What follows belongs to an exercise in optimizing a design on an open flow for small area, a short achievable clock period and few clock cycles per item; a production flow would make more cautious choices. Where RTL was checked, it was by simulation tests only, not by an equivalence proof against the original. The RTL of run 1 was laid out without a check of its function.

--- flow/run.sh ---
#!/bin/bash
# synth_recipe.tcl (not shown) runs the flow's synth.tcl, then flattens the netlist and writes it again
# the make line also repeats each setting of config.mk as NAME=value (left out here)
make -C /OpenROAD-flow-scripts/flow DESIGN_CONFIG=/design/flow/config.mk WORK_HOME=/design/flow/orfs CLKGATE_MAP_FILE= SYNTH_SCRIPT=/design/flow/synth_recipe.tcl finish
--- flow/config.mk ---
export PLATFORM = sky130hd
export DESIGN_NAME = point_set_zscore_normalizer_core
export DESIGN_NICKNAME = point_set_zscore_normalizer_core
export VERILOG_FILES = /design/flow/design.v
export SDC_FILE = /design/flow/constraint.sdc
export NUM_CORES = 4
export LEC_CHECK = 0
export ABC_CLOCK_PERIOD_IN_PS = 4000
export CAP_MARGIN = 20
export CORE_MARGIN = 2
export CORE_UTILIZATION = 40
export SETUP_SLACK_MARGIN = 5
export SLEW_MARGIN = 20
--- flow/constraint.sdc ---
create_clock -name core_clock -period 10.0 [get_ports {clk}]
set_input_delay 2.0000 -clock core_clock [delete_from_list [all_inputs] [get_ports {clk}]]
set_output_delay 2.0000 -clock core_clock [all_outputs]
set_load 0.01 [all_outputs]
--- flow/design.v ---
`timescale 1ns / 1ps
package pszn_pkg;
    localparam int MAX_POINTS = 64;
    localparam int FRAC_BITS  = 12;
    localparam int COORD_W    = 10;
    localparam int OUT_W      = 16;
    localparam int TF   = 26;
    localparam int TW   = TF + 12;   
    localparam int RW   = 62;        
    localparam int PW   = TF + 15;   
endpackage
`timescale 1ns / 1ps
module pszn_ring #(
    parameter int WIDTH = 20,
    parameter int DEPTH = 64
) (
    input  logic                     clk,
    input  logic                     we,
    input  logic [WIDTH-1:0]         wdata,
    input  logic [$clog2(DEPTH)-1:0] rsel,
    output logic [WIDTH-1:0]         rdata
);
    logic [DEPTH*WIDTH-1:0] stages;
    always_ff @(posedge clk)
    begin
        stages <= {stages[(DEPTH-1)*WIDTH-1:0],
                   we ? wdata : stages[DEPTH*WIDTH-1 -: WIDTH]};
    end
    assign rdata = stages[rsel*WIDTH +: WIDTH];
endmodule
`timescale 1ns / 1ps
import pszn_pkg::*;
module pszn_scale_step
(
    input  logic [RW-1:0] r,
    input  logic [RW-1:0] tr,
    input  logic [36:0]   b,
    output logic [RW-1:0] r_nxt,
    output logic [RW-1:0] tr_nxt,
    output logic          bit_nxt
);
    logic [RW-1:0] r4;
    logic [RW:0]   diff;
    logic [RW-1:0] t_one, t_zero;
    assign r4      = {r[RW-3:0], 2'b00};
    assign diff    = {1'b0, r4} - {1'b0, tr};
    assign bit_nxt = ~diff[RW];
    assign t_one   = {tr[RW-2:0], 1'b0} + RW'({b, 1'b0}) + RW'(b);
    assign t_zero  = {tr[RW-2:0], 1'b0} - RW'(b);
    assign r_nxt   = bit_nxt ? diff[RW-1:0] : r4;
    assign tr_nxt  = bit_nxt ? t_one : t_zero;
endmodule
`timescale 1ns / 1ps
module pszn_check
(
    input  logic        clk,
    input  logic        rst_n,
    input  logic        start,
    input  logic [15:0] e_mag,
    input  logic [14:0] m_low,
    input  logic [6:0]  n,
    input  logic [36:0] b,
    output logic        busy,
    output logic        done,
    output logic        inc
);
    logic [69:0] acc;
    logic [39:0] mx;
    logic [31:0] my;
    logic [37:0] rr;
    logic [2:0]  op;
    logic [4:0]  cnt;
    logic [69:0] acc_nxt;
    assign acc_nxt = {acc[68:0], 1'b0} + (my[31] ? {30'd0, mx} : 70'd0);
    logic [15:0] a;
    assign a = {1'b0, m_low} + 16'd1;
    always_ff @(posedge clk or negedge rst_n)
    begin
        if (!rst_n)
        begin
            busy <= 1'b0;
            done <= 1'b0;
            op   <= '0;
            cnt  <= '0;
        end
        else
        begin
            done <= 1'b0;
            if (start && !busy)
            begin
                busy <= 1'b1;
                op   <= 3'd0;
                cnt  <= '0;
            end
            else if (busy)
            begin
                cnt <= cnt + 5'd1;
                if (cnt == 5'd31)
                begin
                    if (op == 3'd3)
                    begin
                        busy <= 1'b0;
                        done <= 1'b1;
                    end
                    else
                    begin
                        op <= op + 3'd1;
                    end
                end
            end
        end
    end
    always_ff @(posedge clk)
    begin
        if (start && !busy)
        begin
            acc <= '0;
            mx  <= {24'd0, e_mag};
            my  <= {16'd0, e_mag};
        end
        else if (busy)
        begin
            if (cnt == 5'd31)
            begin
                acc <= '0;
                case (op)
                    3'd0:
                    begin
                        mx <= acc_nxt[39:0];
                        my <= {25'd0, n - 7'd1};
                    end
                    3'd1:
                    begin
                        rr <= acc_nxt[37:0];
                        mx <= {24'd0, a};
                        my <= {16'd0, a};
                    end
                    3'd2:
                    begin
                        mx <= {3'd0, b};
                        my <= acc_nxt[31:0];
                    end
                    default:
                    begin
                        inc <= acc_nxt <= {8'd0, rr, 24'd0};
                    end
                endcase
            end
            else
            begin
                acc <= acc_nxt;
                my  <= {my[30:0], 1'b0};
            end
        end
    end
endmodule
`timescale 1ns / 1ps
import pszn_pkg::*;
module point_set_zscore_normalizer_core
(
    input  logic                      clk,
    input  logic                      rst_n,
    input  logic                      in_valid,
    output logic                      in_stall,
    input  logic signed [COORD_W-1:0] point_x,
    input  logic signed [COORD_W-1:0] point_y,
    input  logic                      end_of_set,
    output logic                      out_valid,
    input  logic                      out_stall,
    output logic signed [OUT_W-1:0]   norm_x,
    output logic signed [OUT_W-1:0]   norm_y,
    output logic [1:0]                status,
    output logic                      last
);
    logic [1:0]  iq_cnt;
    logic [20:0] iq0, iq1;        
    logic        in_stall_r;
    logic        push, pop;
    logic [1:0]  iq_cnt_nxt;
    assign in_stall = in_stall_r;
    assign push     = in_valid && !in_stall_r;
    assign iq_cnt_nxt = iq_cnt + {1'b0, push} - {1'b0, pop};
    always_ff @(posedge clk or negedge rst_n)
    begin
        if (!rst_n)
        begin
            iq_cnt     <= '0;
            in_stall_r <= 1'b0;
        end
        else
        begin
            iq_cnt     <= iq_cnt_nxt;
            in_stall_r <= iq_cnt_nxt == 2'd2;
        end
    end
    always_ff @(posedge clk)
    begin
        if (pop)
        begin
            if (iq_cnt == 2'd2)
                iq0 <= iq1;
            else
                iq0 <= {end_of_set, point_y, point_x};
            iq1 <= {end_of_set, point_y, point_x};
        end
        else if (push)
        begin
            if (iq_cnt == 2'd0)
                iq0 <= {end_of_set, point_y, point_x};
            iq1 <= {end_of_set, point_y, point_x};
        end
    end
    logic                      h_eos;
    logic signed [COORD_W-1:0] h_x, h_y;
    assign h_eos = iq0[20];
    assign h_y   = iq0[19:10];
    assign h_x   = iq0[9:0];
    logic [5:0] ph;               
    logic [5:0] wp, rp;           
    logic [6:0] r_cnt;            
    logic [5:0] rsel;             
    logic [6:0] n_load;           
    logic       keep, can_write, can_close, wr, rd;
    logic       cs_v;             
    logic       a_v, a_keep, a_eos;
    logic       b_v, b_keep, b_eos;
    logic [19:0] ring_q;
    assign keep      = n_load != 7'd64;
    assign can_write = (r_cnt == 7'd0) || ((ph == wp) && (r_cnt != 7'd64));
    assign can_close = !cs_v && !(a_v && a_eos) && !(b_v && b_eos);
    assign pop       = (iq_cnt != 2'd0) && (!keep || can_write) && (!h_eos || can_close);
    assign wr        = pop && keep;
    pszn_ring #(
        .WIDTH (20),
        .DEPTH (64)
    ) u_ring (
        .clk   (clk),
        .we    (wr),
        .wdata ({h_y, h_x}),
        .rsel  (rsel),
        .rdata (ring_q)
    );
    logic [5:0] rp_nxt;
    always_comb
    begin
        rp_nxt = rp;
        if (rd)
            rp_nxt = rp + 6'd1;
        else if (wr && r_cnt == 7'd0)
            rp_nxt = ph;
    end
    always_ff @(posedge clk or negedge rst_n)
    begin
        if (!rst_n)
        begin
            ph     <= '0;
            wp     <= '0;
            rp     <= '0;
            r_cnt  <= '0;
            rsel   <= '0;
            n_load <= '0;
        end
        else
        begin
            ph    <= ph + 6'd1;
            rp    <= rp_nxt;
            rsel  <= ph - rp_nxt;
            r_cnt <= r_cnt + {6'd0, wr} - {6'd0, rd};
            if (wr)
                wp <= ph + 6'd1;
            if (pop)
            begin
                if (h_eos)
                    n_load <= '0;
                else if (keep)
                    n_load <= n_load + 7'd1;
            end
        end
    end
    logic signed [COORD_W-1:0] a_x, a_y, b_x, b_y;
    logic [19:0]               b_xx, b_yy;
    logic [6:0]                s_n;
    logic                      s_drop;
    logic signed [16:0]        s_sx, s_sy;
    logic [24:0]               s_qx, s_qy;
    logic signed [16:0]        sx_new, sy_new;
    logic [24:0]               qx_new, qy_new;
    logic [6:0]                n_new;
    logic [6:0]         cs_n;
    logic               cs_drop;
    logic signed [16:0] cs_sx, cs_sy;
    logic [24:0]        cs_qx, cs_qy;
    logic               cs_take;
    logic signed [19:0] a_xx_s, a_yy_s;
    logic [19:0]        a_xx, a_yy;
    logic signed [16:0] b_x17, b_y17;
    assign a_xx_s = a_x * a_x;
    assign a_yy_s = a_y * a_y;
    assign a_xx   = a_xx_s;
    assign a_yy   = a_yy_s;
    assign b_x17  = b_x;
    assign b_y17  = b_y;
    assign sx_new = s_sx + (b_keep ? b_x17 : 17'sd0);
    assign sy_new = s_sy + (b_keep ? b_y17 : 17'sd0);
    assign qx_new = s_qx + (b_keep ? 25'(b_xx) : 25'd0);
    assign qy_new = s_qy + (b_keep ? 25'(b_yy) : 25'd0);
    assign n_new  = s_n + {6'd0, b_keep};
    always_ff @(posedge clk or negedge rst_n)
    begin
        if (!rst_n)
        begin
            a_v    <= 1'b0;
            b_v    <= 1'b0;
            s_n    <= '0;
            s_drop <= 1'b0;
            s_sx   <= '0;
            s_sy   <= '0;
            s_qx   <= '0;
            s_qy   <= '0;
            cs_v   <= 1'b0;
        end
        else
        begin
            a_v <= pop;
            b_v <= a_v;
            if (b_v)
            begin
                if (b_eos)
                begin
                    s_n    <= '0;
                    s_drop <= 1'b0;
                    s_sx   <= '0;
                    s_sy   <= '0;
                    s_qx   <= '0;
                    s_qy   <= '0;
                end
                else
                begin
                    s_n    <= n_new;
                    s_drop <= s_drop || !b_keep;
                    s_sx   <= sx_new;
                    s_sy   <= sy_new;
                    s_qx   <= qx_new;
                    s_qy   <= qy_new;
                end
            end
            if (b_v && b_eos)
                cs_v <= 1'b1;
            else if (cs_take)
                cs_v <= 1'b0;
        end
    end
    always_ff @(posedge clk)
    begin
        a_x    <= h_x;
        a_y    <= h_y;
        a_keep <= keep;
        a_eos  <= h_eos;
        b_x    <= a_x;
        b_y    <= a_y;
        b_xx   <= a_xx;
        b_yy   <= a_yy;
        b_keep <= a_keep;
        b_eos  <= a_eos;
        if (b_v && b_eos)
        begin
            cs_n    <= n_new;
            cs_drop <= s_drop || !b_keep;
            cs_sx   <= sx_new;
            cs_sy   <= sy_new;
            cs_qx   <= qx_new;
            cs_qy   <= qy_new;
        end
    end
    logic [1:0]             dv;           
    logic [1:0]             rv;           
    logic [1:0][6:0]        d_n;
    logic [1:0][16:0]       d_sx, d_sy;
    logic [1:0][TW-1:0]     d_tx, d_ty;
    logic [1:0][36:0]       d_bx, d_by;
    logic [1:0]             d_zx, d_zy;
    logic [1:0][1:0]        d_st;
    localparam logic [2:0] U_IDLE = 3'd0, U_PX = 3'd1, U_PY = 3'd2, U_BY = 3'd3,
                           U_REC = 3'd4, U_DONE = 3'd5;
    logic [2:0]         u_st;
    logic               u_ws;            
    logic [6:0]         u_n;
    logic               u_drop;
    logic signed [16:0] u_sx, u_sy;
    logic [31:0]        u_pq;
    logic [33:0]        u_ps;
    logic [30:0]        u_dx, u_dy;
    logic [36:0]        u_bx, u_by;
    logic [5:0]         u_kx, u_ky;      
    logic [RW-1:0]      u_rx, u_tx, u_ry, u_ty;
    logic [TW-1:0]      u_xx, u_xy;
    logic [6:0]         mul_n;
    logic [24:0]        mul_q;
    logic signed [16:0] mul_s;
    logic [30:0]        d_sub;
    assign mul_n = (u_st == U_IDLE) ? cs_n : u_n;
    assign mul_q = (u_st == U_IDLE) ? cs_qx : cs_qy;
    assign mul_s = (u_st == U_IDLE) ? cs_sx : cs_sy;
    logic [31:0]        mul_pq;
    logic signed [33:0] mul_ps;
    logic [31:0]        d_diff;
    assign mul_pq = mul_n * mul_q;
    assign mul_ps = mul_s * mul_s;
    assign d_diff = u_pq - u_ps[31:0];
    assign d_sub  = d_diff[30:0];
    assign cs_take = (u_st == U_PY);
    logic [30:0] mb_d;
    logic [36:0] mb;
    assign mb_d = (u_st == U_PY) ? u_dx : u_dy;
    assign mb   = u_n * mb_d;
    logic [3:0] mb_k;
    always_comb
    begin
        mb_k = '0;
        for (int i = 1; i < 15; i++)
        begin
            if (mb_d[2*i] || mb_d[2*i+1])
                mb_k = 4'(i);
        end
        if (mb_d[30])
            mb_k = 4'd15;
    end
    logic [RW-1:0] mb_r;
    assign mb_r = RW'({30'd0, u_n - 7'd1}) << {mb_k, 1'b0};
    logic [RW-1:0] rx_nxt, tx_nxt, ry_nxt, ty_nxt;
    logic          bx_nxt, by_nxt;
    pszn_scale_step u_stepx (
        .r       (u_rx),
        .tr      (u_tx),
        .b       (u_bx),
        .r_nxt   (rx_nxt),
        .tr_nxt  (tx_nxt),
        .bit_nxt (bx_nxt)
    );
    pszn_scale_step u_stepy (
        .r       (u_ry),
        .tr      (u_ty),
        .b       (u_by),
        .r_nxt   (ry_nxt),
        .tr_nxt  (ty_nxt),
        .bit_nxt (by_nxt)
    );
    logic u_few, u_zx, u_zy;
    assign u_few = u_n < 7'd2;
    assign u_zx  = u_few || (u_dx == '0);
    assign u_zy  = u_few || (u_dy == '0);
    logic step_x, step_y;
    assign step_x = (u_st == U_BY || u_st == U_REC) && (u_kx != '0);
    assign step_y = (u_st == U_REC) && (u_ky != '0);
    always_ff @(posedge clk or negedge rst_n)
    begin
        if (!rst_n)
        begin
            u_st <= U_IDLE;
            u_ws <= 1'b0;
        end
        else
        begin
            case (u_st)
                U_IDLE:
                    if (cs_v)
                        u_st <= U_PX;
                U_PX:
                    u_st <= U_PY;
                U_PY:
                    u_st <= U_BY;
                U_BY:
                    u_st <= U_REC;
                U_REC:
                    if ((u_kx == 6'd0 || u_kx == 6'd1) && (u_ky == 6'd0 || u_ky == 6'd1))
                        u_st <= U_DONE;
                U_DONE:
                    if (!dv[u_ws])
                    begin
                        u_st <= U_IDLE;
                        u_ws <= !u_ws;
                    end
                default:
                    u_st <= U_IDLE;
            endcase
        end
    end
    always_ff @(posedge clk)
    begin
        case (u_st)
            U_IDLE:
            begin
                u_n    <= cs_n;
                u_drop <= cs_drop;
                u_sx   <= cs_sx;
                u_sy   <= cs_sy;
                u_pq   <= mul_pq;
                u_ps   <= mul_ps;
            end
            U_PX:
            begin
                u_dx <= d_sub;
                u_pq <= mul_pq;
                u_ps <= mul_ps;
            end
            U_PY:
            begin
                u_dy <= d_sub;
                u_bx <= mb;
                u_tx <= RW'(mb);
                u_rx <= mb_r;
                u_kx <= 6'(TW) - {2'd0, mb_k};
                u_xx <= '0;
            end
            U_BY:
            begin
                u_by <= mb;
                u_ty <= RW'(mb);
                u_ry <= mb_r;
                u_ky <= 6'(TW) - {2'd0, mb_k};
                u_xy <= '0;
            end
            default:
            begin
            end
        endcase
        if (step_x)
        begin
            u_rx <= rx_nxt;
            u_tx <= tx_nxt;
            u_xx <= {u_xx[TW-2:0], bx_nxt};
            u_kx <= u_kx - 6'd1;
        end
        if (step_y)
        begin
            u_ry <= ry_nxt;
            u_ty <= ty_nxt;
            u_xy <= {u_xy[TW-2:0], by_nxt};
            u_ky <= u_ky - 6'd1;
        end
    end
    logic desc_we;
    assign desc_we = (u_st == U_DONE) && !dv[u_ws];
    always_ff @(posedge clk)
    begin
        if (desc_we)
        begin
            d_n[u_ws]  <= u_n;
            d_sx[u_ws] <= u_sx;
            d_sy[u_ws] <= u_sy;
            d_tx[u_ws] <= u_xx;
            d_ty[u_ws] <= u_xy;
            d_bx[u_ws] <= u_bx;
            d_by[u_ws] <= u_by;
            d_zx[u_ws] <= u_zx;
            d_zy[u_ws] <= u_zy;
            if (u_few)
                d_st[u_ws] <= 2'd1;
            else if (u_drop)
                d_st[u_ws] <= 2'd3;
            else if (u_dx == '0 || u_dy == '0)
                d_st[u_ws] <= 2'd2;
            else
                d_st[u_ws] <= 2'd0;
        end
    end
    logic       adv;
    logic       cur;              
    logic [5:0] iidx;             
    logic       i_last;
    assign i_last = {1'b0, iidx} == (d_n[cur] - 7'd1);
    assign rd     = adv && (r_cnt != 7'd0) && rv[cur];
    logic                      p0_v, p0_s, p0_l;
    logic signed [COORD_W-1:0] p0_x, p0_y;
    logic                      p1_v, p1_s, p1_l;
    logic [15:0]               p1_ex, p1_ey;
    logic                      p1_nx, p1_ny;
    logic                      p2_v, p2_s, p2_l;
    logic [15:0]               p2_ex, p2_ey;
    logic                      p2_nx, p2_ny;
    logic [PW-1:0]             p2_lx, p2_ly;
    logic [PW-9:0]             p2_hx, p2_hy;
    logic                      p3_v, p3_s, p3_l;
    logic [15:0]               p3_ex, p3_ey;
    logic                      p3_nx, p3_ny;
    logic [PW-1:0]             p3_px, p3_py;
    logic                      p4_v, p4_s, p4_l;
    logic [15:0]               p4_ex, p4_ey;
    logic                      p4_nx, p4_ny;
    logic [14:0]               p4_mx, p4_my;
    logic                      p4_ax, p4_ay;
    logic                      o_v, o_s;
    logic signed [17:0] np_x, np_y, epx, enx, epy, eny;
    logic signed [7:0]  p0_n;
    logic signed [16:0] p0_sx, p0_sy;
    assign p0_n  = $signed({1'b0, d_n[p0_s]});
    assign p0_sx = $signed(d_sx[p0_s]);
    assign p0_sy = $signed(d_sy[p0_s]);
    assign np_x = p0_n * p0_x;
    assign np_y = p0_n * p0_y;
    assign epx  = np_x - p0_sx;
    assign enx  = p0_sx - np_x;
    assign epy  = np_y - p0_sy;
    assign eny  = p0_sy - np_y;
    logic [TW-1:0] p1_tx, p1_ty;
    logic [PW-1:0] mlx, mly;
    logic [PW-9:0] mhx, mhy;
    assign p1_tx = d_tx[p1_s];
    assign p1_ty = d_ty[p1_s];
    assign mlx = p1_ex[7:0] * p1_tx;
    assign mly = p1_ey[7:0] * p1_ty;
    assign mhx = p1_ex[15:8] * p1_tx;
    assign mhy = p1_ey[15:8] * p1_ty;
    logic [TF:0] fx, fy;
    assign fx = {1'b0, p3_px[TF-1:0]} + (TF+1)'(p3_ex);
    assign fy = {1'b0, p3_py[TF-1:0]} + (TF+1)'(p3_ey);
    localparam logic [1:0] SL_IDLE = 2'd0, SL_GO = 2'd1, SL_RUN = 2'd2, SL_DONE = 2'd3;
    logic [1:0] sl_st;
    logic       sl_axis, sl_incx, sl_incy;
    logic       chk_busy, chk_done, chk_inc;
    logic       p4_block;
    assign p4_block = p4_v && (p4_ax || p4_ay) && (sl_st != SL_DONE);
    assign adv      = (!o_v || !out_stall) && !p4_block;
    pszn_check u_check (
        .clk   (clk),
        .rst_n (rst_n),
        .start (sl_st == SL_GO),
        .e_mag (sl_axis ? p4_ey : p4_ex),
        .m_low (sl_axis ? p4_my : p4_mx),
        .n     (d_n[p4_s]),
        .b     (sl_axis ? d_by[p4_s] : d_bx[p4_s]),
        .busy  (chk_busy),
        .done  (chk_done),
        .inc   (chk_inc)
    );
    always_ff @(posedge clk or negedge rst_n)
    begin
        if (!rst_n)
        begin
            sl_st   <= SL_IDLE;
            sl_axis <= 1'b0;
            sl_incx <= 1'b0;
            sl_incy <= 1'b0;
        end
        else
        begin
            case (sl_st)
                SL_IDLE:
                    if (p4_block)
                    begin
                        sl_axis <= !p4_ax;
                        sl_st   <= SL_GO;
                    end
                SL_GO:
                    sl_st <= SL_RUN;
                SL_RUN:
                    if (chk_done)
                    begin
                        if (!sl_axis)
                        begin
                            sl_incx <= chk_inc;
                            if (p4_ay)
                            begin
                                sl_axis <= 1'b1;
                                sl_st   <= SL_GO;
                            end
                            else
                                sl_st <= SL_DONE;
                        end
                        else
                        begin
                            sl_incy <= chk_inc;
                            sl_st   <= SL_DONE;
                        end
                    end
                default:
                    if (adv)
                    begin
                        sl_st   <= SL_IDLE;
                        sl_incx <= 1'b0;
                        sl_incy <= 1'b0;
                    end
            endcase
        end
    end
    logic [15:0]              mx_fin, my_fin;
    logic signed [OUT_W-1:0]  zx_val, zy_val;
    assign mx_fin = {1'b0, p4_mx} + {15'd0, sl_incx};
    assign my_fin = {1'b0, p4_my} + {15'd0, sl_incy};
    assign zx_val = d_zx[p4_s] ? 16'sd0 : (p4_nx ? -$signed(mx_fin) : $signed(mx_fin));
    assign zy_val = d_zy[p4_s] ? 16'sd0 : (p4_ny ? -$signed(my_fin) : $signed(my_fin));
    always_ff @(posedge clk or negedge rst_n)
    begin
        if (!rst_n)
        begin
            p0_v <= 1'b0;
            p1_v <= 1'b0;
            p2_v <= 1'b0;
            p3_v <= 1'b0;
            p4_v <= 1'b0;
            o_v  <= 1'b0;
            cur  <= 1'b0;
            iidx <= '0;
            dv   <= '0;
            rv   <= '0;
        end
        else
        begin
            if (adv)
            begin
                p0_v <= rd;
                p1_v <= p0_v;
                p2_v <= p1_v;
                p3_v <= p2_v;
                p4_v <= p3_v;
            end
            if (!o_v || !out_stall)
                o_v <= adv && p4_v;
            if (rd)
            begin
                if (i_last)
                begin
                    iidx <= '0;
                    cur  <= !cur;
                end
                else
                    iidx <= iidx + 6'd1;
            end
            if (desc_we && !u_ws)
            begin
                dv[0] <= 1'b1;
                rv[0] <= 1'b1;
            end
            else
            begin
                if (rd && i_last && !cur)
                    rv[0] <= 1'b0;
                if (o_v && !out_stall && last && !o_s)
                    dv[0] <= 1'b0;
            end
            if (desc_we && u_ws)
            begin
                dv[1] <= 1'b1;
                rv[1] <= 1'b1;
            end
            else
            begin
                if (rd && i_last && cur)
                    rv[1] <= 1'b0;
                if (o_v && !out_stall && last && o_s)
                    dv[1] <= 1'b0;
            end
        end
    end
    always_ff @(posedge clk)
    begin
        if (adv)
        begin
            p0_s <= cur;
            p0_l <= i_last;
            p0_x <= $signed(ring_q[9:0]);
            p0_y <= $signed(ring_q[19:10]);
            p1_s  <= p0_s;
            p1_l  <= p0_l;
            p1_nx <= epx[17];
            p1_ny <= epy[17];
            p1_ex <= epx[17] ? enx[15:0] : epx[15:0];
            p1_ey <= epy[17] ? eny[15:0] : epy[15:0];
            p2_s  <= p1_s;
            p2_l  <= p1_l;
            p2_nx <= p1_nx;
            p2_ny <= p1_ny;
            p2_ex <= p1_ex;
            p2_ey <= p1_ey;
            p2_lx <= mlx;
            p2_ly <= mly;
            p2_hx <= mhx;
            p2_hy <= mhy;
            p3_s  <= p2_s;
            p3_l  <= p2_l;
            p3_nx <= p2_nx;
            p3_ny <= p2_ny;
            p3_ex <= p2_ex;
            p3_ey <= p2_ey;
            p3_px <= p2_lx + {p2_hx, 8'd0};
            p3_py <= p2_ly + {p2_hy, 8'd0};
            p4_s  <= p3_s;
            p4_l  <= p3_l;
            p4_nx <= p3_nx;
            p4_ny <= p3_ny;
            p4_ex <= p3_ex;
            p4_ey <= p3_ey;
            p4_mx <= p3_px[PW-1:TF];
            p4_my <= p3_py[PW-1:TF];
            p4_ax <= fx[TF] && (fx[TF-1:0] != '0) && !d_zx[p3_s];
            p4_ay <= fy[TF] && (fy[TF-1:0] != '0) && !d_zy[p3_s];
        end
        if (adv && p4_v)
        begin
            norm_x <= zx_val;
            norm_y <= zy_val;
            status <= d_st[p4_s];
            last   <= p4_l;
            o_s    <= p4_s;
        end
    end
    assign out_valid = o_v;
endmodule
==> results.env, run 1 <==
FILLER_CELL_COUNT=46280
SYNTH_LARGEST_AREA_CELL='sky130_fd_sc_hd__edfxtp_1'
FINALCRITPERIODSHARE=0.6973
COREAREA_UM2=516600
SYNTH.FF_LATCH_COUNT=3271
LAYOUT.AREA.SEQ_UM2=82700
PLACEDINSTANCEAREA_UM2=216000
LAYOUTNONFILLERINSTCOUNT=26780
DOMINANTREGCELLSYNTH='sky130_fd_sc_hd__edfxtp_1'
GRT_START_MAX_NET_PINS=157
PORT_BUFFERS=61
SYNTHESIS.NETS=21590
YS_TOP_CELLS_BY_COUNT='2097 x sky130_fd_sc_hd__inv_1, 1860 x sky130_fd_sc_hd__nand2_1, 1623 x sky130_fd_sc_hd__edfxtp_1, 1606 x sky130_fd_sc_hd__fa_1, 1476 x sky130_fd_sc_hd__dfxtp_1'
SYNTH-WARNING-COUNT=3
TIMING.CRITICAL_PATH.SLOWEST_CELL_DELAY_NS=0.56
NATURE_OF_THE_CRITICAL_PATH_STARTPOINT='flop'
SLOWEST_STAGE='sky130_fd_sc_hd__fa_1'
SETUP_SLACK_ON_THE_WORST_FLOP_TO_FLOP_PATH_NS=3.03
LAYOUT_MIN_CYCLE_TIME_NS=6.973
R2R_END='p1_ex[9]$_DFFE_PP_'
PLACE_WORST_SETUP_SLACK_NS=1.677
MIN_TO='u_ring.stages[710]$_DFF_P_'
AREA_DELTA_SYNTH_FINAL_PCT=18.31
CRITICAL_PATH.ENDPOINT_TYPE='flop'
NETLIST-CELL-TYPE-COUNT=118
TRITONCTS_CLOCK_TREE='yes'
MAXCLOCKFREQUENCY_MHz=143.4
DIE_W_UM=724.0
R2R.WORST_PATH.CELLS=28
CLKSINKCOUNT=3271
SYNTH_AREA_UM2=207400
ROUTED-VIA-COUNT=142400
MIN_DELAY_WORST_TYPE='flop to flop'
VIAS_IN_THE_FIRST_GLOBAL_ROUTE=144600
FINISH.NET_COUNT=22370
MIN-DELAY-START='u_ring.stages[690]$_DFF_P_'
FIRST_ITER_VIOLATIONS=10220
TIMING.HOLD.WS_NS=0.3087
SYNTH_LARGEST_TYPE_AREA_FRACTION=0.2350
DRIVE_GT1_FRAC=0.1850
CLK_LATENCY_NS=0.98
RELSLEWSLACK=0.1728
DPL.HPWL_UM=374500
GP_CONGESTION=0.9063
DRC=0
DIEAREA_UM2=524200
FIRST_PASS_ITERS=9
DIE_H_UM=724.0
R2R_START='p0_s$_DFFE_PP_'
CTS_MAX_LEVEL=5
GRT_ANTENNA_BEFORE_REPAIR=25
MULTIINPUTGATEAREA_UM2=122800
CAP_VIOLATIONS=0
SYNTH_AREA_PER_CELL_UM2=11.05
SYNTH.YOSYS.SEQ_AREA_SHARE=0.3983
DESIGN_AREA_UM2=245300
PLACED_CELLS_INCL_TAPS=25170
VIAS_PER_CELL=5.316
POSTROUTEANTENNANETS=0
FIN_WS_NS=3.027
CTS.REPORTEDPATHS.CLKPINSLEW_NS=0.06
POSTSYNTH.ASYNCRESETSHARE=0.05258
WORST_ENDPOINT_REQUIRED_TIME_NS=10.75
GR-TOTAL-OVERFLOW=0
WORST_EP_ARRIVAL_TIME_NS=7.72
UNREPAIRED_SETUP_ENDPOINTS_AFTER_GLOBAL_ROUTING='yes'
POSTLAYOUTCOREUTIL=0.4749
NUMBER_OF_ENABLE_FLIP_FLOP_CELLS_AFTER_SYNTHESIS=1623
GRT_PASS1_WL_UM=843700
SYNTHMOSTINSTANTIATEDCELL='sky130_fd_sc_hd__inv_1'
INITIAL_UTILIZATION=0.4014
IO-PIN-COUNT=62
SYNTHCELLS=18770
SYNTH.TOP_CELLS.BY_AREA='sky130_fd_sc_hd__edfxtp_1 24%, sky130_fd_sc_hd__fa_1 16%, sky130_fd_sc_hd__dfxtp_1 14%'
CTS.PATH.MAX_BUFFERS=4
HIGHEST_NET_FANOUT_ALONG_THE_WORST_PATH=7
SETUP_VIOL=0
TIMING.HOLD.WORST_PATH_DEPTH=0
WORST_SLEW_PIN_SLEW_NS=1.241
CLOCK_BUFFERS_CREATED_BY_TRITONCTS=358
FINALWIRELENGTH_UM=544500
RUN_STATUS='no timing/DRC/antenna violations'
TOTAL_GLOBAL_ROUTE_TRACK_USAGE=0.2031
TNS_NS=0
FINAL_MAX_SLEW_VIOL_COUNT=0
SETUP.WORST_PATH.CLASS='flop to flop'
CLK_ROOT_BUF='sky130_fd_sc_hd__clkbuf_16'
POST_CTS_HOLD_BUFFER_COUNT=0
ROUTED_WIRE_LENGTH_PER_INSTANCE_UM=20.33
TIMING.FINAL.HOLD_VIOLATIONS=0
PLACEMENTROWS=264
FIN_WORST_SKEW_NS=0.07715
-- critical path: cells and delay by family, from the launching register on --
kind,cells,cell delay (ns)
XOR/XNOR,1,0.09
multiplexers,2,0.87
adder cells (fa/ha/maj),6,2.29
flip-flops,1,0.39
buffers and inverters,6,0.72
AO/OA/AOI/OAI,8,1.44
AND/OR/NAND/NOR,5,0.99
-- worst max path at each step --
| stage | from | to | slack, ns |
|---|---|---|---|
| 2_1_floorplan | out_stall | p0_l$_DFFE_PP_ | 0.94 |
| 3_3_place_gp | p0_s$_DFFE_PP_ | p1_ex[9]$_DFFE_PP_ | 1.76 |
| 3_5_place_dp | p0_s$_DFFE_PP_ | p1_ex[9]$_DFFE_PP_ | 1.68 |
| 4_1_cts | p0_s$_DFFE_PP_ | p1_ex[14]$_DFFE_PP_ | 3.07 |
| 5_1_grt | p0_s$_DFFE_PP_ | p1_ex[15]$_DFFE_PP_ | 2.84 |
| 6_report | p0_s$_DFFE_PP_ | p1_ex[9]$_DFFE_PP_ | 3.03 |
-- cell type report --
class,count,area share
inverter,2107,0.03262
clock buffer,486,0.04144
timing repair inverter,2,0.00005100
clock inverter,174,0.008196
antenna,7,0.00007140
timing repair buffer,1132,0.04464
multi-input combinational,12690,0.5006
sequential,3271,0.3371
tap,6916,0.03527
-- cell usage in the layout (no fill, tap or decap), types with 125 or more instances in the layout --
cell type	synthesis	final
sky130_fd_sc_hd__inv_1	2097	1965
sky130_fd_sc_hd__nand2_1	1860	1734
sky130_fd_sc_hd__edfxtp_1	1623	1623
sky130_fd_sc_hd__fa_1	1606	1551
sky130_fd_sc_hd__dfxtp_1	1476	1454
sky130_fd_sc_hd__ha_1	1185	1030
sky130_fd_sc_hd__and2_1	908	840
sky130_fd_sc_hd__nor2_1	822	751
sky130_fd_sc_hd__a21oi_1	854	720
sky130_fd_sc_hd__buf_4	1	704
sky130_fd_sc_hd__xnor2_1	686	594
sky130_fd_sc_hd__mux4_2	464	464
sky130_fd_sc_hd__o21ai_0	534	438
sky130_fd_sc_hd__clkbuf_16	0	372
sky130_fd_sc_hd__a21o_1	373	371
sky130_fd_sc_hd__nand3_1	302	290
sky130_fd_sc_hd__buf_6	5	272
sky130_fd_sc_hd__xor2_1	268	242
sky130_fd_sc_hd__nor2b_1	250	235
sky130_fd_sc_hd__nor3_1	237	221
sky130_fd_sc_hd__dfrtp_1	172	161
sky130_fd_sc_hd__ha_4	0	129
sky130_fd_sc_hd__mux2_4	5	125
-- routing by layer --
layer  global-route usage  up-vias  share of wire
met2               0.3233     3731           0.45
met3              0.02190      787          0.053
met5                    0        -        0.00012
met4              0.05994        8          0.032
met1               0.2929    71780           0.46
li1                     -    66070              -
-- kinds of logic after synthesis --
group	share of synthesized area
multiplexers	0.06768
adder cells (fa/ha/maj)	0.2266
flip-flops	0.3983
AND/OR/NAND/NOR	0.1195
AO/OA/AOI/OAI	0.09589
buffers and inverters	0.05174
XOR/XNOR	0.04030
-- repair_timing --
| action | CTS | global route |
|---|---|---|
| resized for setup | 1391 | 632 |
| gates cloned | 39 | 4 |
| pin swaps | 512 | 502 |
| buffers inserted | 674 | 228 |
| endpoints found under the setup margin | 449 | 413 |
==> run 2, diff against run 1 <==
--- a/flow/design.v
+++ b/flow/design.v
@@ -6,7 +6,7 @@
     localparam int OUT_W      = 16;
     localparam int TF   = 26;
     localparam int TW   = TF + 12;   
-    localparam int RW   = 62;        
+    localparam int RW   = 57;        
     localparam int PW   = TF + 15;   
 endpackage
 `timescale 1ns / 1ps
@@ -34,7 +34,8 @@
 (
     input  logic [RW-1:0] r,
     input  logic [RW-1:0] tr,
-    input  logic [36:0]   b,
+    input  logic [30:0]   d,
+    input  logic [1:0]    vbits,
     output logic [RW-1:0] r_nxt,
     output logic [RW-1:0] tr_nxt,
     output logic          bit_nxt
@@ -42,11 +43,11 @@
     logic [RW-1:0] r4;
     logic [RW:0]   diff;
     logic [RW-1:0] t_one, t_zero;
-    assign r4      = {r[RW-3:0], 2'b00};
+    assign r4      = {r[RW-3:0], vbits};
     assign diff    = {1'b0, r4} - {1'b0, tr};
     assign bit_nxt = ~diff[RW];
-    assign t_one   = {tr[RW-2:0], 1'b0} + RW'({b, 1'b0}) + RW'(b);
-    assign t_zero  = {tr[RW-2:0], 1'b0} - RW'(b);
+    assign t_one   = {tr[RW-2:0], 1'b0} + RW'({d, 1'b0}) + RW'(d);
+    assign t_zero  = {tr[RW-2:0], 1'b0} - RW'(d);
     assign r_nxt   = bit_nxt ? diff[RW-1:0] : r4;
     assign tr_nxt  = bit_nxt ? t_one : t_zero;
 endmodule
@@ -59,7 +60,7 @@
     input  logic [15:0] e_mag,
     input  logic [14:0] m_low,
     input  logic [6:0]  n,
-    input  logic [36:0] b,
+    input  logic [30:0] d,
     output logic        busy,
     output logic        done,
     output logic        inc
@@ -97,7 +98,7 @@
                 cnt <= cnt + 5'd1;
                 if (cnt == 5'd31)
                 begin
-                    if (op == 3'd3)
+                    if (op == 3'd4)
                     begin
                         busy <= 1'b0;
                         done <= 1'b1;
@@ -137,8 +138,13 @@
                     end
                     3'd2:
                     begin
-                        mx <= {3'd0, b};
-                        my <= acc_nxt[31:0];
+                        mx <= acc_nxt[39:0];
+                        my <= {25'd0, n};
+                    end
+                    3'd3:
+                    begin
+                        mx <= acc_nxt[39:0];
+                        my <= {1'b0, d};
                     end
                     default:
                     begin
@@ -377,12 +383,13 @@
     logic [1:0][6:0]        d_n;
     logic [1:0][16:0]       d_sx, d_sy;
     logic [1:0][TW-1:0]     d_tx, d_ty;
-    logic [1:0][36:0]       d_bx, d_by;
+    logic [1:0][30:0]       d_dx, d_dy;
     logic [1:0]             d_zx, d_zy;
     logic [1:0][1:0]        d_st;
-    localparam logic [2:0] U_IDLE = 3'd0, U_PX = 3'd1, U_PY = 3'd2, U_BY = 3'd3,
+    localparam logic [2:0] U_IDLE = 3'd0, U_PX = 3'd1, U_PY = 3'd2, U_DY = 3'd3,
                            U_REC = 3'd4, U_DONE = 3'd5;
     logic [2:0]         u_st;
+    logic [5:0]         u_k;
     logic               u_ws;            
     logic [6:0]         u_n;
     logic               u_drop;
@@ -390,8 +397,7 @@
     logic [31:0]        u_pq;
     logic [33:0]        u_ps;
     logic [30:0]        u_dx, u_dy;
-    logic [36:0]        u_bx, u_by;
-    logic [5:0]         u_kx, u_ky;      
+    logic [6:0]         u_g;              
     logic [RW-1:0]      u_rx, u_tx, u_ry, u_ty;
     logic [TW-1:0]      u_xx, u_xy;
     logic [6:0]         mul_n;
@@ -409,30 +415,22 @@
     assign d_diff = u_pq - u_ps[31:0];
     assign d_sub  = d_diff[30:0];
     assign cs_take = (u_st == U_PY);
-    logic [30:0] mb_d;
-    logic [36:0] mb;
-    assign mb_d = (u_st == U_PY) ? u_dx : u_dy;
-    assign mb   = u_n * mb_d;
-    logic [3:0] mb_k;
-    always_comb
-    begin
-        mb_k = '0;
-        for (int i = 1; i < 15; i++)
-        begin
-            if (mb_d[2*i] || mb_d[2*i+1])
-                mb_k = 4'(i);
-        end
-        if (mb_d[30])
-            mb_k = 4'd15;
-    end
-    logic [RW-1:0] mb_r;
-    assign mb_r = RW'({30'd0, u_n - 7'd1}) << {mb_k, 1'b0};
+    logic [7:0] g1, g2;
+    logic       gb1, gb0;
+    logic [6:0] g_r1, g_r2;
+    assign g1   = {u_g, 1'b0};
+    assign gb1  = g1 >= {1'b0, u_n};
+    assign g_r1 = gb1 ? 7'(g1 - {1'b0, u_n}) : g1[6:0];
+    assign g2   = {g_r1, 1'b0};
+    assign gb0  = g2 >= {1'b0, u_n};
+    assign g_r2 = gb0 ? 7'(g2 - {1'b0, u_n}) : g2[6:0];
     logic [RW-1:0] rx_nxt, tx_nxt, ry_nxt, ty_nxt;
     logic          bx_nxt, by_nxt;
     pszn_scale_step u_stepx (
         .r       (u_rx),
         .tr      (u_tx),
-        .b       (u_bx),
+        .d       (u_dx),
+        .vbits   ({gb1, gb0}),
         .r_nxt   (rx_nxt),
         .tr_nxt  (tx_nxt),
         .bit_nxt (bx_nxt)
@@ -440,7 +438,8 @@
     pszn_scale_step u_stepy (
         .r       (u_ry),
         .tr      (u_ty),
-        .b       (u_by),
+        .d       (u_dy),
+        .vbits   ({gb1, gb0}),
         .r_nxt   (ry_nxt),
         .tr_nxt  (ty_nxt),
         .bit_nxt (by_nxt)
@@ -449,14 +448,12 @@
     assign u_few = u_n < 7'd2;
     assign u_zx  = u_few || (u_dx == '0);
     assign u_zy  = u_few || (u_dy == '0);
-    logic step_x, step_y;
-    assign step_x = (u_st == U_BY || u_st == U_REC) && (u_kx != '0);
-    assign step_y = (u_st == U_REC) && (u_ky != '0);
     always_ff @(posedge clk or negedge rst_n)
     begin
         if (!rst_n)
         begin
             u_st <= U_IDLE;
+            u_k  <= '0;
             u_ws <= 1'b0;
         end
         else
@@ -468,12 +465,18 @@
                 U_PX:
                     u_st <= U_PY;
                 U_PY:
-                    u_st <= U_BY;
-                U_BY:
+                    u_st <= U_DY;
+                U_DY:
+                begin
                     u_st <= U_REC;
+                    u_k  <= '0;
+                end
                 U_REC:
-                    if ((u_kx == 6'd0 || u_kx == 6'd1) && (u_ky == 6'd0 || u_ky == 6'd1))
+                begin
+                    u_k <= u_k + 6'd1;
+                    if (u_k == 6'(TW - 1))
                         u_st <= U_DONE;
+                end
                 U_DONE:
                     if (!dv[u_ws])
                     begin
@@ -506,38 +509,31 @@
             U_PY:
             begin
                 u_dy <= d_sub;
-                u_bx <= mb;
-                u_tx <= RW'(mb);
-                u_rx <= mb_r;
-                u_kx <= 6'(TW) - {2'd0, mb_k};
-                u_xx <= '0;
             end
-            U_BY:
+            U_DY:
             begin
-                u_by <= mb;
-                u_ty <= RW'(mb);
-                u_ry <= mb_r;
-                u_ky <= 6'(TW) - {2'd0, mb_k};
+                u_g  <= u_n - 7'd1;
+                u_rx <= '0;
+                u_ry <= '0;
+                u_tx <= RW'(u_dx);
+                u_ty <= RW'(u_dy);
+                u_xx <= '0;
                 u_xy <= '0;
             end
+            U_REC:
+            begin
+                u_g  <= g_r2;
+                u_rx <= rx_nxt;
+                u_tx <= tx_nxt;
+                u_ry <= ry_nxt;
+                u_ty <= ty_nxt;
+                u_xx <= {u_xx[TW-2:0], bx_nxt};
+                u_xy <= {u_xy[TW-2:0], by_nxt};
+            end
             default:
             begin
             end
         endcase
-        if (step_x)
-        begin
-            u_rx <= rx_nxt;
-            u_tx <= tx_nxt;
-            u_xx <= {u_xx[TW-2:0], bx_nxt};
-            u_kx <= u_kx - 6'd1;
-        end
-        if (step_y)
-        begin
-            u_ry <= ry_nxt;
-            u_ty <= ty_nxt;
-            u_xy <= {u_xy[TW-2:0], by_nxt};
-            u_ky <= u_ky - 6'd1;
-        end
     end
     logic desc_we;
     assign desc_we = (u_st == U_DONE) && !dv[u_ws];
@@ -550,8 +546,8 @@
             d_sy[u_ws] <= u_sy;
             d_tx[u_ws] <= u_xx;
             d_ty[u_ws] <= u_xy;
-            d_bx[u_ws] <= u_bx;
-            d_by[u_ws] <= u_by;
+            d_dx[u_ws] <= u_dx;
+            d_dy[u_ws] <= u_dy;
             d_zx[u_ws] <= u_zx;
             d_zy[u_ws] <= u_zy;
             if (u_few)
@@ -628,7 +624,7 @@
         .e_mag (sl_axis ? p4_ey : p4_ex),
         .m_low (sl_axis ? p4_my : p4_mx),
         .n     (d_n[p4_s]),
-        .b     (sl_axis ? d_by[p4_s] : d_bx[p4_s]),
+        .d     (sl_axis ? d_dy[p4_s] : d_dx[p4_s]),
         .busy  (chk_busy),
         .done  (chk_done),
         .inc   (chk_inc)
--- a/flow/config.mk
+++ b/flow/config.mk
@@ -5,9 +5,7 @@
 export SDC_FILE = /design/flow/constraint.sdc
 export NUM_CORES = 4
 export LEC_CHECK = 0
-export ABC_CLOCK_PERIOD_IN_PS = 4000
 export CAP_MARGIN = 20
 export CORE_MARGIN = 2
 export CORE_UTILIZATION = 40
-export SETUP_SLACK_MARGIN = 5
 export SLEW_MARGIN = 20
==> run 2 against run 1 <==
Clock skew grew 0.022 ns. Sequential share of layout area rose by 3.8 points. Global-route usage down 1.5 points. Flip-flop and latch count decreased by 117. First-iteration DRC count is 19% lower. Final cell count shrank 12%. Critical path depth grew 4. Synthesized area down 7.6%. Final area decreased by 14%.
==> results.env, run 2 <==
DIEAREA_UM2=484700
DIE_W_UM=696.2
AREA_DELTA_SYNTH_FINAL_PCT=10.07
FINALCRITPERIODSHARE=0.8737
R2R.WORST_PATH.CELLS=32
TOTAL_GLOBAL_ROUTE_TRACK_USAGE=0.1885
SETUP.WORST_PATH.CLASS='flop to flop'
SYNTH.TOP_CELLS.BY_AREA='sky130_fd_sc_hd__edfxtp_1 24%, sky130_fd_sc_hd__dfxtp_1 15%, sky130_fd_sc_hd__fa_1 15%'
SYNTH.YOSYS.SEQ_AREA_SHARE=0.4125
DESIGN_AREA_UM2=210900
CTS_MAX_LEVEL=5
LARGEST-REGISTER='u_ring.stages'
FINALWIRELENGTH_UM=458900
SYNTH_LARGEST_AREA_CELL='sky130_fd_sc_hd__edfxtp_1'
TIMING.HOLD.WORST_PATH_DEPTH=0
COREAREA_UM2=478000
NETLIST-CELL-TYPE-COUNT=102
RUN_STATUS='no timing/DRC/antenna violations'
SYNTHCELLS=16950
POST_CTS_RESIZE_COUNT=0
DOMINANTREGCELLSYNTH='sky130_fd_sc_hd__edfxtp_1'
POST_CTS_HOLD_BUFFER_COUNT=0
LAYOUT_MIN_CYCLE_TIME_NS=8.737
SYNTH.FF_LATCH_COUNT=3154
SLOWEST_STAGE='sky130_fd_sc_hd__nor4_2'
FINAL_COMMON_CELL='sky130_fd_sc_hd__inv_1'
SETUP_SLACK_ON_THE_WORST_FLOP_TO_FLOP_PATH_NS=1.26
FILLER_CELL_COUNT=44480
WORST_EP_ARRIVAL_TIME_NS=9.38
ROUTED_WIRE_LENGTH_PER_INSTANCE_UM=19.47
ROUTED-VIA-COUNT=122500
HIGHEST_NET_FANOUT_ALONG_THE_WORST_PATH=28
VIAS_IN_THE_FIRST_GLOBAL_ROUTE=124700
CRITICAL_PATH.ENDPOINT_TYPE='flop'
TNS_NS=0
DPL.HPWL_UM=335700
TIMING.CRITICAL_PATH.SLOWEST_CELL_DELAY_NS=0.91
SYNTH_AREA_PER_CELL_UM2=11.31
R2R_START='u_n[0]$_DFF_P_'
DRIVE_GT1_FRAC=0.08231
GP_CONGESTION=0.8949
CLK_ROOT_BUF='sky130_fd_sc_hd__clkbuf_16'
FIRST_ITER_VIOLATIONS=8263
TIMING.FINAL.HOLD_VIOLATIONS=0
CLK_LATENCY_NS=0.99
CAP_VIOLATIONS=0
FINISH.NET_COUNT=19500
SYNTH_LARGEST_TYPE_AREA_FRACTION=0.2350
CTS.REPORTEDPATHS.CLKPINSLEW_NS=0.06
UNREPAIRED_SETUP_ENDPOINTS_AFTER_GLOBAL_ROUTING='no'
MOST_USED_CELL_ALONG_THE_CRITICAL_PATH='sky130_fd_sc_hd__a21o_1'
IO-PIN-COUNT=62
CTS.REPAIR_TIMING.SETUP_BUFFER_COUNT=0
WORST_ENDPOINT_REQUIRED_TIME_NS=10.65
INITIAL_UTILIZATION=0.4009
NUMBER_OF_ENABLE_FLIP_FLOP_CELLS_AFTER_SYNTHESIS=1500
CTS.PATH.MAX_BUFFERS=4
LARGEST_REGISTER_FFS=1280
PORT_BUFFERS=61
SYNTH_AREA_UM2=191600
PLACEDINSTANCEAREA_UM2=199400
GRT_START_MAX_NET_PINS=181
VIAS_PER_CELL=5.199
LAYOUT_TOP_REGISTERS='u_ring.stages: 1280 flops, d_tx: 76 flops, d_ty: 76 flops'
TRITONCTS_CLOCK_TREE='yes'
RELSLEWSLACK=0.2375
SYNTHESIS.NETS=19570
POSTROUTEANTENNANETS=0
CRITICAL_PATH_SOURCE='u_n[0]$_DFF_P_'
CLKSINKCOUNT=3154
GR-TOTAL-OVERFLOW=0
GRT_PASS1_WL_UM=723900
YS_TOP_CELLS_BY_COUNT='1898 x sky130_fd_sc_hd__inv_1, 1631 x sky130_fd_sc_hd__nand2_1, 1500 x sky130_fd_sc_hd__edfxtp_1, 1476 x sky130_fd_sc_hd__dfxtp_1, 1454 x sky130_fd_sc_hd__fa_1'
SYNTH-WARNING-COUNT=3
CRITPATHCAPTURE='u_tx[55]$_SDFFCE_PN0P_'
GRT_ANTENNA_BEFORE_REPAIR=10
PLACEMENTROWS=254
FIN_WORST_SKEW_NS=0.09894
DRC=0
CLOCK_BUFFERS_CREATED_BY_TRITONCTS=341
WORST_SLEW_PIN_SLEW_NS=1.144
SYNTHMOSTINSTANTIATEDCELL='sky130_fd_sc_hd__inv_1'
MOSTFREQUENTLAYOUTCELLS='1895 x sky130_fd_sc_hd__inv_1, 1630 x sky130_fd_sc_hd__nand2_1, 1500 x sky130_fd_sc_hd__edfxtp_1'
FIRST_PASS_ITERS=7
DIE_H_UM=696.2
SETUP_VIOL=0
MAXCLOCKFREQUENCY_MHz=114.5
MIN_DELAY_WORST_TYPE='flop to flop'
POSTSYNTH.ASYNCRESETSHARE=0.05644
NATURE_OF_THE_CRITICAL_PATH_STARTPOINT='flop'
R2R_END='u_tx[55]$_SDFFCE_PN0P_'
FINAL_MAX_SLEW_VIOL_COUNT=0
run 2: cell count changes in the layout (fill, tap and decap cells not counted), sizes merged, moves of 57 or more:
cell / delta
buf: -929
nand2: -231
inv: -198
and2: -196
fa: -152
edfxtp: -123
a21oi: -119
o21ai: -110
nand3: -82
nor2: -63
a21o: -57
nor4: -57
run 2: per-stage QoR:
stage	hold slack [ns]	instances	setup WS, ns	utilization
finish	0.3064	23570	1.263	0.4413
global route	0.3001	23560	0.6425	0.4413
CTS	0.2934	23560	1.266	0.4413
detailed placement	0.3268	22930	1.343	0.4172
global placement	0.3167	22930	1.474	0.4172
floorplan	0.3096	16950	0.1764	-
run 2: cell families after synthesis:
family          count (synthesis)  synth area share
xor+xnor                      930           0.04250
mux                           769           0.07069
fa+ha+maj                    2597            0.2265
buf+inv                      2515           0.04936
flops                        3154            0.4125
compound gates               2583           0.08805
simple gates                 4397            0.1104
run 2: worst max-delay path: cells and delay by family, from the launching register on:
family | cells | cell delay [ns]
flip-flops | 1 | 0.49
AND/OR/NAND/NOR | 6 | 1.31
AO/OA/AOI/OAI | 19 | 4.63
buffers and inverters | 2 | 0.35
adder cells (fa/ha/maj) | 3 | 0.97
multiplexers | 1 | 0.40
XOR/XNOR | 1 | 0.19
run 2: metal layers:
layer / routed length [um] / GRT usage / part of all wire
met5: 0 / 0 / 0
met4: 12670 / 0.04955 / 0.028
met1: 210300 / 0.2649 / 0.46
met2: 212000 / 0.3079 / 0.46
met3: 23890 / 0.02444 / 0.052
run 2: cell type report:
cell class / count / area [um^2] / area share
Inverter: 1908 / 7176 / 0.03402
Clock buffer: 466 / 9550 / 0.04527
Antenna cell: 11 / 27.53 / 0.0001305
Timing Repair Buffer: 195 / 1809 / 0.008577
Multi-Input combinational cell: 11280 / 103400 / 0.4900
Sequential cell: 3154 / 79070 / 0.3748
Clock inverter: 156 / 1943 / 0.009211
Tap cell: 6400 / 8008 / 0.03796
run 2: how the worst min path moves through the flow:
stage | startpoint | to | slack (ns)
after CTS | u_ring.stages[123]$_DFF_P_ | u_ring.stages[143]$_DFF_P_ | 0.29
after global routing | u_ring.stages[123]$_DFF_P_ | u_ring.stages[143]$_DFF_P_ | 0.30
after global placement | a_keep$_DFF_P_ | b_keep$_DFF_P_ | 0.32
after floorplan | a_keep$_DFF_P_ | b_keep$_DFF_P_ | 0.31
after detailed placement | a_keep$_DFF_P_ | b_keep$_DFF_P_ | 0.33
final | u_ring.stages[123]$_DFF_P_ | u_ring.stages[143]$_DFF_P_ | 0.31
Testbench counts of run 2, summed over its fixed seeds: cycles 5,262, items 2,044.

[port drivers added, routing unchanged]
No port has a modelled driver above. Below, the same layouts with a new extraction and two added sets of constraints. Step 1 sets driving cells, clkbuf_16 on the clock port and buf_2 on the other inputs (assumed; they add their load-dependent delay and slew). Step 2 times the ports against the registers' clock, not the clock port: input delays grow and output delays shrink by t, the midpoint of the rising clock arrivals with the driver on. Slacks: ideal / step 1 / step 2; pairs: ideal / step 1.
run | t (ns) | slack for setup (ns) | worst register clock-pin slew, ns
run 1 | 1.071 | 3.027 / 3.027 / 3.027 | 0.07 / 0.07
run 2 | 1.069 | 1.263 / 1.263 / 1.263 | 0.07 / 0.07
After both steps every run listed still meets setup and hold.
